Background: an optimization exercise with open tools, aiming at small area and a short achievable clock period. Do not read the settings as production practice.
The RTL was checked by simulation tests, not by an equivalence proof against the original design.

===== flow/run.sh =====
#!/bin/bash
# synth_recipe.tcl (not shown) runs the flow's synth.tcl, then flattens the netlist and writes it again
# the make line also repeats each setting of config.mk as NAME=value (left out here)
make -C /OpenROAD-flow-scripts/flow DESIGN_CONFIG=/design/flow/config.mk WORK_HOME=/design/flow/orfs CLKGATE_MAP_FILE= SYNTH_SCRIPT=/design/flow/synth_recipe.tcl finish

===== flow/config.mk =====
export PLATFORM = sky130hd
export DESIGN_NAME = fft8_top
export DESIGN_NICKNAME = fft8_top
export VERILOG_FILES = /design/flow/design.v
export SDC_FILE = /design/flow/constraint.sdc
export NUM_CORES = 4
export LEC_CHECK = 0
export CAP_MARGIN = 20
export CORE_MARGIN = 2
export CORE_UTILIZATION = 40
export SLEW_MARGIN = 20

===== flow/constraint.sdc =====
create_clock -name core_clock -period 16.0 [get_ports {clk}]
set_input_delay 3.2000 -clock core_clock [delete_from_list [all_inputs] [get_ports {clk}]]
set_output_delay 3.2000 -clock core_clock [all_outputs]
set_load 0.01 [all_outputs]

===== flow/design.v =====
`default_nettype none
`timescale 1ns/100ps
package fft_num_pkg;
    localparam int data_w_c        = 5;    
    localparam int acc_w_c         = 12;   
    localparam int out_w_c         = 10;   
    localparam int twiddle_w_c     = 5;
    localparam int twiddle_scale_c = 10;
    localparam int frame_in_w_c  = 8 * 2 * data_w_c;
    localparam int frame_acc_w_c = 8 * 2 * acc_w_c;
    localparam int frame_out_w_c = 8 * 2 * out_w_c;
endpackage
`default_nettype wire
`default_nettype none
`timescale 1ns/100ps
package fft_geom_pkg;
    localparam int fft_n_c      = 8;
    localparam int fft_stages_c = 3;   
    localparam logic [3*fft_n_c-1:0] bitrev_c = {3'd7, 3'd3, 3'd5, 3'd1, 3'd6, 3'd2, 3'd4, 3'd0};
    localparam logic [10*(fft_n_c/2)-1:0] twiddle_rom_c = {
        -5'sd7,  -5'sd7,    
         5'sd0,  -5'sd10,   
         5'sd7,  -5'sd7,    
         5'sd10,  5'sd0     
    };
endpackage
`default_nettype wire
`default_nettype none
`timescale 1ns/100ps
module fft_cmul_scaled #(
    parameter int ACC_W = fft_num_pkg::acc_w_c
) (
    input  logic [2*ACC_W-1:0]                    a,   
    input  logic [2*fft_num_pkg::twiddle_w_c-1:0] w,   
    output logic [2*ACC_W-1:0]                    p    
);
    localparam int TW_W   = fft_num_pkg::twiddle_w_c;
    localparam int PROD_W = ACC_W + TW_W;
    logic signed [ACC_W-1:0] a_re;
    logic signed [ACC_W-1:0] a_im;
    logic signed [TW_W-1:0]  w_re;
    logic signed [TW_W-1:0]  w_im;
    logic signed [ACC_W-1:0] p_re;
    logic signed [ACC_W-1:0] p_im;
    logic signed [PROD_W-1:0] re_re;
    logic signed [PROD_W-1:0] im_im;
    logic signed [PROD_W-1:0] re_im;
    logic signed [PROD_W-1:0] im_re;
    logic signed [PROD_W-1:0] q_re_re;
    logic signed [PROD_W-1:0] q_im_im;
    logic signed [PROD_W-1:0] q_re_im;
    logic signed [PROD_W-1:0] q_im_re;
    assign a_re = a[2*ACC_W-1:ACC_W];
    assign a_im = a[ACC_W-1:0];
    assign w_re = w[2*TW_W-1:TW_W];
    assign w_im = w[TW_W-1:0];
    assign re_re = PROD_W'(a_re) * PROD_W'(w_re);
    assign im_im = PROD_W'(a_im) * PROD_W'(w_im);
    assign re_im = PROD_W'(a_re) * PROD_W'(w_im);
    assign im_re = PROD_W'(a_im) * PROD_W'(w_re);
    assign q_re_re = re_re / PROD_W'(fft_num_pkg::twiddle_scale_c);
    assign q_im_im = im_im / PROD_W'(fft_num_pkg::twiddle_scale_c);
    assign q_re_im = re_im / PROD_W'(fft_num_pkg::twiddle_scale_c);
    assign q_im_re = im_re / PROD_W'(fft_num_pkg::twiddle_scale_c);
    assign p_re = ACC_W'(q_re_re - q_im_im);
    assign p_im = ACC_W'(q_re_im + q_im_re);
    assign p = {p_re, p_im};
endmodule
`default_nettype wire
`default_nettype none
`timescale 1ns/100ps
module fft_input_reorder #(
    parameter int DATA_W = fft_num_pkg::data_w_c,
    parameter int ACC_W  = fft_num_pkg::acc_w_c
) (
    input  logic                                     clk,
    input  logic                                     rst_n,
    input  logic [fft_geom_pkg::fft_n_c*2*DATA_W-1:0] sample,
    output logic [fft_geom_pkg::fft_n_c*2*ACC_W-1:0]  frame
);
    localparam int N = fft_geom_pkg::fft_n_c;
    logic [N*2*ACC_W-1:0] widened;
    logic [N*2*ACC_W-1:0] frame_q;
    for (genvar i = 0; i < N; i++) begin : g_lane
        localparam int SRC = fft_geom_pkg::bitrev_c[3*i +: 3];
        logic signed [DATA_W-1:0] src_re;
        logic signed [DATA_W-1:0] src_im;
        assign src_re = sample[2*DATA_W*SRC+DATA_W +: DATA_W];
        assign src_im = sample[2*DATA_W*SRC +: DATA_W];
        assign widened[2*ACC_W*i+ACC_W +: ACC_W] = ACC_W'(src_re);
        assign widened[2*ACC_W*i +: ACC_W]       = ACC_W'(src_im);
    end
    always_ff @(posedge clk or negedge rst_n) begin
        if (!rst_n) begin
            frame_q <= '0;
        end else begin
            frame_q <= widened;   
        end
    end
    assign frame = frame_q;
endmodule
`default_nettype wire
`default_nettype none
`timescale 1ns/100ps
module fft_radix2_stage #(
    parameter int ACC_W = fft_num_pkg::acc_w_c,
    parameter int STAGE = 0
) (
    input  logic                                    clk,
    input  logic                                    rst_n,
    input  logic [fft_geom_pkg::fft_n_c*2*ACC_W-1:0] frame_in,
    output logic [fft_geom_pkg::fft_n_c*2*ACC_W-1:0] frame_out
);
    localparam int N  = fft_geom_pkg::fft_n_c;
    localparam int CW = 2 * ACC_W;   
    localparam int SPAN   = 1 << STAGE;
    localparam int K_STEP = (N / 2) / SPAN;
    logic [N*CW-1:0] rot_d;
    logic [N*CW-1:0] rot_q;
    logic [N*CW-1:0] bfly_d;
    logic [N*CW-1:0] bfly_q;
    for (genvar p = 0; p < N / 2; p++) begin : g_pair
        localparam int LO = (p / SPAN) * 2 * SPAN + (p % SPAN);
        localparam int HI = LO + SPAN;
        localparam int K  = (p % SPAN) * K_STEP;
        logic signed [ACC_W-1:0] lo_re;
        logic signed [ACC_W-1:0] lo_im;
        logic signed [ACC_W-1:0] hi_re;
        logic signed [ACC_W-1:0] hi_im;
        fft_cmul_scaled #(
            .ACC_W(ACC_W)
        ) cmul_i (
            .a(frame_in[CW*HI +: CW]),
            .w(fft_geom_pkg::twiddle_rom_c[10*K +: 10]),
            .p(rot_d[CW*HI +: CW])
        );
        assign rot_d[CW*LO +: CW] = frame_in[CW*LO +: CW];
        assign lo_re = rot_q[CW*LO+ACC_W +: ACC_W];
        assign lo_im = rot_q[CW*LO +: ACC_W];
        assign hi_re = rot_q[CW*HI+ACC_W +: ACC_W];
        assign hi_im = rot_q[CW*HI +: ACC_W];
        assign bfly_d[CW*LO+ACC_W +: ACC_W] = lo_re + hi_re;
        assign bfly_d[CW*LO +: ACC_W]       = lo_im + hi_im;
        assign bfly_d[CW*HI+ACC_W +: ACC_W] = lo_re - hi_re;
        assign bfly_d[CW*HI +: ACC_W]       = lo_im - hi_im;
    end
    always_ff @(posedge clk or negedge rst_n) begin
        if (!rst_n) begin
            rot_q  <= '0;
            bfly_q <= '0;
        end else begin
            rot_q  <= rot_d;    
            bfly_q <= bfly_d;   
        end
    end
    assign frame_out = bfly_q;
endmodule
`default_nettype wire
`default_nettype none
`timescale 1ns/100ps
module fft8_top #(
    parameter int DATA_W = fft_num_pkg::data_w_c,
    parameter int ACC_W  = fft_num_pkg::acc_w_c,
    parameter int OUT_W  = fft_num_pkg::out_w_c
) (
    input  logic                   clk,
    input  logic                   rst_n,
    input  logic [8*2*DATA_W-1:0]  sample,   
    output logic [8*2*OUT_W-1:0]   result    
);
    localparam int N  = fft_geom_pkg::fft_n_c;
    localparam int NS = fft_geom_pkg::fft_stages_c;
    logic [NS:0][N*2*ACC_W-1:0] stage_frame;
    fft_input_reorder #(
        .DATA_W(DATA_W),
        .ACC_W (ACC_W)
    ) reorder_i (
        .clk   (clk),
        .rst_n (rst_n),
        .sample(sample),
        .frame (stage_frame[0])
    );
    for (genvar s = 0; s < NS; s++) begin : g_stage
        fft_radix2_stage #(
            .ACC_W(ACC_W),
            .STAGE(s)
        ) stage_i (
            .clk      (clk),
            .rst_n    (rst_n),
            .frame_in (stage_frame[s]),
            .frame_out(stage_frame[s+1])
        );
    end
    for (genvar i = 0; i < N; i++) begin : g_narrow
        assign result[2*OUT_W*i+OUT_W +: OUT_W] = stage_frame[NS][2*ACC_W*i+ACC_W +: OUT_W];
        assign result[2*OUT_W*i +: OUT_W]       = stage_frame[NS][2*ACC_W*i +: OUT_W];
    end
endmodule
`default_nettype wire

==> results.txt <==
The run finished with no timing, DRC or antenna violations. The max-slew violation count came to 0. The average cell area after synthesis is 7.80 µm².

The later pin in the worst-skew pair is clocked with a latency of 0.88 ns. The final estimated routing congestion in global placement is 0.922. OpenSTA, run right after detailed placement, puts the worst setup slack at 0.178 ns. The buffer and inverter count on the worst path is 8. Setup repair after global routing could not meet its margin everywhere. The layout overhead on the synthesized area is 10.8%. The largest net degree at the start of global routing is 178. The cell sitting at the root of the clock tree is a sky130_fd_sc_hd__clkbuf_16. By count the netlist is led by sky130_fd_sc_hd__nor2_1 (2,053), sky130_fd_sc_hd__nand2_1 (1,285), sky130_fd_sc_hd__ha_1 (1,212). The first global-routing pass estimated 657,000 µm of wire.

The count of final hold-check violations was 0. The sequential-to-total area share from yosys stat came out at 18.6%. 242 I/O pins were placed. Measured along the y axis, the die boundary spans 595 µm.

The number of design rule violations left after detail routing is 0. The post-route core utilization came out at 44.6%. The starting utilization of the core area came out at 40.2%.

The cell repeated most along the worst path is sky130_fd_sc_hd__inv_1. In this run the critical register-to-register path is launched from g_stage[0].stage_i.bfly_q[73]. The achievable clock frequency came out at 65.4 MHz. The Yosys step of the flow raised 4 warnings. The cell taking the most area after synthesis is sky130_fd_sc_hd__dfrtp_1. The final layout contains 19,500 nets. The path class of the lowest-slack min-delay path is reg -> reg. The cell count after synthesis came out at 17,900.

The proportion of layout cells with a drive suffix above 1 is 8.38%. In this run the tightest slew margin relative to its limit is 30.0%. The number of cells on the worst reg-to-reg path is 57.

The number of filler cells placed in the layout came out at 34,600. The residual antenna-violating net count after detailed routing is 0. Along the worst hold path, the cell count comes to 0. The setup slack after layout is 0.704 ns. Of all flip-flops after synthesis, the portion carrying an async set or reset was 100%. The number of vias in the routed layout came out at 132,000. The capturing element type of the critical path is a flop. The area inside the core boundary came out at 347,000 µm². The total routing resource utilization after global routing is 22.1%. The data required time at the worst endpoint came out at 16.74 ns. For flop-to-flop paths, the worst setup slack is 0.70 ns. Counting the buffers created by CTS gives 136. The estimated wirelength of the detail-placed design is 325,000 µm. The register bit count reported by yosys is 1,035.

The number of setup violations in the final report came out at 0. The area of all placed cells without fillers came out at 155,000 µm². The total placed instance area came out at 148,000 µm².

The H-tree generated during clock tree synthesis spans 4 levels. The most used flip-flop cell after synthesis is sky130_fd_sc_hd__dfrtp_1. The kind of cell with the highest combined delay along the critical path is compound AO/OA/AOI/OAI gates.

The detailed router finished its first iteration with 10,800 violations. In this run the worst path has a maximum fanout of 9. The type of origin of the critical path is a flop. At the pin with the least slew margin, the transition time is 1.05 ns.

The overall overflow remaining after global route came out at 0. After synthesis, the cell types taking the most area are sky130_fd_sc_hd__dfrtp_1 (19%), sky130_fd_sc_hd__ha_1 (11%), sky130_fd_sc_hd__xnor2_1 (7.0%), sky130_fd_sc_hd__nor2_1 (5.5%), sky130_fd_sc_hd__xor2_1 (4.9%). The number of hold buffers added after cts is 0. Dividing the detail-routed wire length by the instance count gives 17.9 µm.

The largest individual stage delay along the critical path comes from the cell sky130_fd_sc_hd__fa_2. The arrival time of the worst setup path is 16.04 ns. For hold timing, the worst endpoint is g_stage[1].stage_i.rot_q[13]. The most common cell in the synthesized netlist is sky130_fd_sc_hd__nor2_1. The clock input transition at the sequential cells of the worst setup and hold paths is 0.06 ns. For this run, the slowest stage of the critical path takes 0.65 ns.

The number of buffers added on ports came out at 241. The minimum clock period after layout came out at 15.30 ns.

The critical path runs through a total of 57 cells. For this block, the routed nets add up to 408,000 µm of wire. The area of the die is 353,000 µm².

The worst setup path category is reg -> reg. The top-area cell type share of the netlist area is 18.6%. In the routed layout, each cell is associated on average with a via count of 5.81. After floorplanning, the core was divided into 216 placement rows. In this run, synthesis inferred 0 flip-flops with an integrated enable. The capture instance of the worst register-to-register path is g_stage[1].stage_i.rot_q[91]. The clock skew is 0.0805 ns. In this run the most critical hold path is launched from g_stage[0].stage_i.bfly_q[13]. The sum of negative setup slack is 0 ns. The initial antenna violation count was 19. Counting distinct cell types in the post-synthesis netlist gives 174. The total iterations of the first detailed-routing run came out at 6. Excluding fillers, the count of instances in the completed layout stands at 22,800. In this run the cell area of the synthesized design comes to 139,000 µm². The tool flagged a number of max-cap violations equal to 0. The TritonCTS sink count is 1,035. The number of placed instances, taps included is 22,500. The via count of the first global-routing pass is 122,000.

The net count of the mapped netlist is 19,300. The buffer depth of the longest clock path is 4. Of the available clock period, the critical path in the final layout requires 95.6%. TritonCTS built the clock tree. The width of the die came out at 595 µm.
[routing by layer]
| layer | wire length (µm) | GRT usage [%] | vias up |
|---|---|---|---|
| met5 | 41 | 0 | - |
| met4 | 9500 | 5.21 | 6 |
| met3 | 21000 | 2.28 | 505 |
| met2 | 180000 | 35.0 | 3480 |
| met1 | 197000 | 31.9 | 62800 |
| li1 | - | - | 65600 |
[sequential cells by signal, indices dropped and copies added (netlist names)]
register	count
g_stage.stage_i.bfly_q	496
g_stage.stage_i.rot_q	459
reorder_i.frame_q	80
[how the worst max path moves through the flow]
stage | end | startpoint | slack (ns)
after CTS | g_stage[1].stage_i.rot_q[91] | g_stage[0].stage_i.bfly_q[73] | 0.14
after detailed placement | g_stage[1].stage_i.rot_q[91] | g_stage[0].stage_i.bfly_q[73] | 0.18
after global routing | g_stage[1].stage_i.rot_q[91] | g_stage[0].stage_i.bfly_q[73] | -0.18
final | g_stage[1].stage_i.rot_q[91] | g_stage[0].stage_i.bfly_q[73] | 0.70
after floorplan | g_stage[1].stage_i.rot_q[91] | g_stage[0].stage_i.bfly_q[73] | 2.06
after global placement | g_stage[2].stage_i.rot_q[148] | g_stage[1].stage_i.bfly_q[156] | 0.23
[repair_timing]
| action | in CTS | in global routing |
|---|---|---|
| setup endpoints to repair | 0 | 84 |
| buffers inserted | 0 | 36 |
| gates resized for setup | 0 | 238 |
[cells by family (layout without fill, tap and decap cells)]
group,count (synthesis),after routing,synth area share (%)
AOI/OAI and AO/OA,5245,5247,26.8
xor gates and xnor gates,1917,1917,12.2
adders and majority gates,1397,1397,13.3
buffers and inverters,1749,2037,4.93
DFF,1035,1035,18.6
muxes,285,286,2.18
other,0,31,0
and+or+nand+nor,6258,6258,22.0
[cells in the final DEF (no fill, tap or decap), drive strengths merged, types with 85 or more instances in the layout]
cell / count
fa: 152
a31oi: 232
nand2: 1290
nor2b: 132
nor4: 171
a21oi: 1066
o21bai: 109
nor3: 598
o2111ai: 88
a211o: 95
o211ai: 250
o211a: 85
buf: 443
inv: 1124
o21a: 177
o21ai: 972
dfrtp: 1035
a21boi: 91
and3: 193
a2111oi: 95
o31ai: 162
ha: 1212
nor2: 2070
clkdlybuf4s50: 240
xnor2: 1132
a21o: 447
xor2: 777
or2: 173
mux2: 97
nand3: 480
and2: 211
o22ai: 124
nand4: 159
a211oi: 265
mux2i: 188
clkbuf: 179
or3: 238
nand2b: 194
[metrics by stage]
step / hold WS [ns]
after global placement: 0.332
after floorplan: 0.331
final: 0.324
after detailed placement: 0.335
after global routing: 0.326
after CTS: 0.313
[worst register-to-register path, delay by kind of cell, from the launching register on]
family                     cells  cell delay (ns)
DFF                            1             0.40
buffers and inverters          8             0.84
xor gates and xnor gates       2             0.34
muxes                          4             1.32
adders and majority gates      5             1.96
AOI/OAI and AO/OA             20             5.55
and+or+nand+nor               18             4.76
[final cells by class]
class	instances	area (µm²)	share of cell area (%)
antenna	31	77.6	0.0502
clock buffer	178	3850	2.49
clock inverter	63	831	0.538
inverter	1112	4170	2.70
multi-input combinational	15100	108000	70.0
sequential	1035	25900	16.8
tap	4578	5730	3.71
timing repair buffer	684	5800	3.75

separate check: timing with driven ports:
The results above use ideal ports. As a check the final layout listed here was re-extracted and re-timed, cells and wires unchanged.
Step 1 (the two cells are an assumption about what drives the block):
set clk [get_ports {clk}]
set_driving_cell -lib_cell sky130_fd_sc_hd__clkbuf_16 $clk
set_driving_cell -lib_cell sky130_fd_sc_hd__buf_2 [delete_from_list [all_inputs] $clk]
Step 2 moves the port delays by t, midway between the first and last clock arrival at a register: inputs arrive t later, outputs are due t later. That takes back most of the time a late clock gives input paths.
Slacks: ideal ports / drivers / drivers and shift; pairs: ideal ports / drivers.
t (ns): 0.933
setup WS [ns]: 0.704 / 0.704 / 0.704
slew at the worst register clock pin (ns): 0.07 / 0.07
After both steps this run still meets setup and hold. For this run, drivers alone change the setup slack by 0.000 ns; drivers and shift together by 0.000 ns.
